This design comes from an exercise in tuning for small area on the open sky130 flow, not from production work. The RTL was checked by simulation tests, not by an equivalence proof against the original design. No activity file was given, so power comes from the tool's default toggle rates.

## avg_line_sink
module avg_line_sink #(
    parameter int PIXEL_WIDTH  = 8,
    parameter int IMAGE_WIDTH  = 128,
    parameter int IMAGE_HEIGHT = 4,
    parameter int SUM_WIDTH    = PIXEL_WIDTH + $clog2(IMAGE_WIDTH)
) (
    input  logic                              clk,
    input  logic                              arstn,
    input  logic [PIXEL_WIDTH-1:0]            din_data,
    input  logic                              din_valid,
    output logic [$clog2(IMAGE_WIDTH)-1:0]    col,
    output logic [$clog2(IMAGE_HEIGHT+1)-1:0] row,
    output logic                              line_done,
    output logic [SUM_WIDTH-1:0]              line_sum,
    output logic                              frame_done,
    output logic                              rd_avail,
    output logic                              rd_bank,
    input  logic                              rd_en,
    input  logic [$clog2(IMAGE_WIDTH)-1:0]    rd_addr,
    output logic [PIXEL_WIDTH-1:0]            rd_data,
    input  logic                              rd_release,
    output logic                              overflow
);
Size: about 2900 cells after synthesis, about 2100 flip-flops, about 58 I/O pins.
==> flow/config.mk <==
export PLATFORM = sky130hd
export DESIGN_NAME = avg_line_sink
export DESIGN_NICKNAME = avg_line_sink
export VERILOG_FILES = /design/flow/design.v
export SDC_FILE = /design/flow/constraint.sdc
export NUM_CORES = 4
export LEC_CHECK = 0
export CAP_MARGIN = 20
export CORE_MARGIN = 2
export CORE_UTILIZATION = 40
export PLACE_DENSITY = 0.8
export SETUP_SLACK_MARGIN = 0.2
export SLEW_MARGIN = 20
export SYNTH_HIERARCHICAL = 1
export SYNTH_MINIMUM_KEEP_SIZE = 0
==> flow/constraint.sdc <==
create_clock -name core_clock -period 4.0 [get_ports {clk}]
set_input_delay 0.8000 -clock core_clock [delete_from_list [all_inputs] [get_ports {clk}]]
set_output_delay 0.8000 -clock core_clock [all_outputs]
set_load 0.01 [all_outputs]
standard.sh (not shown) runs the stock make flow with config.mk's settings and CLKGATE_MAP_FILE= SYNTH_SCRIPT=/design/flow/synth_recipe.tcl, a recipe that flattens the netlist after the stock synthesis.
==> flow/flow/run.sh <==
#!/bin/bash
# Own flow: the standard layout (standard.sh) with these changes:
#  * after global placement, flow/rebuf.tcl rebuilds the buffer trees of the
#    two enables that reach about a thousand flip-flops each: one buf_8 per
#    compact group of about 128 loads;
#  * the clock tree's root and trunk use clkbuf_16, its leaves drive small
#    clusters through clkbuf_8, without dummy loads;
#  * every input and output port is buffered with buf_2.
# make's full output goes to standard.log here; ORFS keeps each step's log
# under orfs/logs/.
set -euo pipefail
CTS_ARGS="-sink_clustering_enable -repair_clock_nets -dont_use_dummy_load"
CTS_ARGS+=" -buf_list sky130_fd_sc_hd__clkbuf_8"
CTS_ARGS+=" -root_buf sky130_fd_sc_hd__clkbuf_16 -tree_buf sky130_fd_sc_hd__clkbuf_16"
CTS_ARGS+=" -sink_clustering_size 18 -sink_clustering_max_diameter 55"
bash standard.sh "CTS_ARGS=$CTS_ARGS" "POST_GLOBAL_PLACE_TCL=$PWD/flow/rebuf.tcl" \
    "BUFFER_PORTS_ARGS=-buffer_cell sky130_fd_sc_hd__buf_2" finish > standard.log 2>&1
Other scripts of this flow, unchanged in this note and not shown: flow/flow/rebuf.tcl
The starting point produced a clean layout.
Edit:
--- a/flow/flow/run.sh
+++ b/flow/flow/run.sh
@@ -8 +8 @@
-#  * every input and output port is buffered with buf_2.
+#  * every input and output port is buffered with buf_1.
@@ -17 +17 @@
-    "BUFFER_PORTS_ARGS=-buffer_cell sky130_fd_sc_hd__buf_2" finish > standard.log 2>&1
+    "BUFFER_PORTS_ARGS=-buffer_cell sky130_fd_sc_hd__buf_1" finish > standard.log 2>&1
Settings changed: PLACE_DENSITY 0.8 to default.
Result: Clock power climbs by about 6%. Cell area climbs by 0.80%. Wire length climbs by 6.4%. Sequential share of layout area drops by 0.67 points. Cell count climbs by 1.3%. Die area is unchanged.
Edit:
--- a/flow/flow/run.sh
+++ b/flow/flow/run.sh
@@ -8 +8 @@
-#  * every input and output port is buffered with buf_1.
+#  * every input and output port is buffered with buf_2.
@@ -17 +17 @@
-    "BUFFER_PORTS_ARGS=-buffer_cell sky130_fd_sc_hd__buf_1" finish > standard.log 2>&1
+    "BUFFER_PORTS_ARGS=-buffer_cell sky130_fd_sc_hd__buf_2" finish > standard.log 2>&1
Settings changed: SETUP_SLACK_MARGIN 0.2 to default.
Outcome: The new run finished with timing, DRC and antenna clean. Maximum frequency shrinks by 1.3%. Critical path depth falls by 1. Clock-buffer cell count came out lower by 3. Via count barely changes. Non-clock buffer count climbs by 16. Final area is about the same. Power is about the same. Clock skew increases by 0.0071 ns.
Edit:
Settings changed: SETUP_SLACK_MARGIN from default to 0.2.
Area after synthesis does not change.
Non-clock buffer count stays the same.
Total power is about the same.
Routed wire length barely changes.
Clock power stays flat.
Clock skew barely changes.
Worst setup slack gains 0.18 ns.
First-iteration DRC count goes down slightly.
Cell area barely changes.
Via count goes up slightly.

==> static timing again, ports no longer ideal <==
Ports are ideal in the flow. The routed layouts listed here were re-timed in OpenROAD. Step 1 sets driving cells, clkbuf_16 on the clock port and buf_2 on the other inputs (assumed; they add their load-dependent delay and slew). Step 2 moves the port delays by t, midway between the first and last clock arrival at a register: inputs arrive t later, outputs are due t later. That takes back most of the time a late clock gives input paths. Slacks: ideal ports / drivers / drivers and shift; pairs: ideal ports / drivers.
run | t, ns | setup slack, ns | hold slack, ns | worst setup path after step 2
the first run | 0.804 | 0.431 / 0.431 / -0.306 | 0.041 / -0.014 / 0.393 | input to register
the second run | 0.816 | 0.185 / 0.237 / -0.579 | 0.116 / 0.066 / 0.369 | input to register
the third run | 0.797 | 0.135 / 0.176 / -0.622 | 0.281 / 0.235 / 0.360 | input to register
the fourth run | 0.799 | 0.312 / 0.353 / -0.447 | 0.280 / 0.234 / 0.358 | input to register
With both steps, setup timing fails in every run listed, where it was met with ideal ports. The setup slack of the second run, which loses most, moves by +0.052 ns with the drivers and by -0.764 ns with both steps.
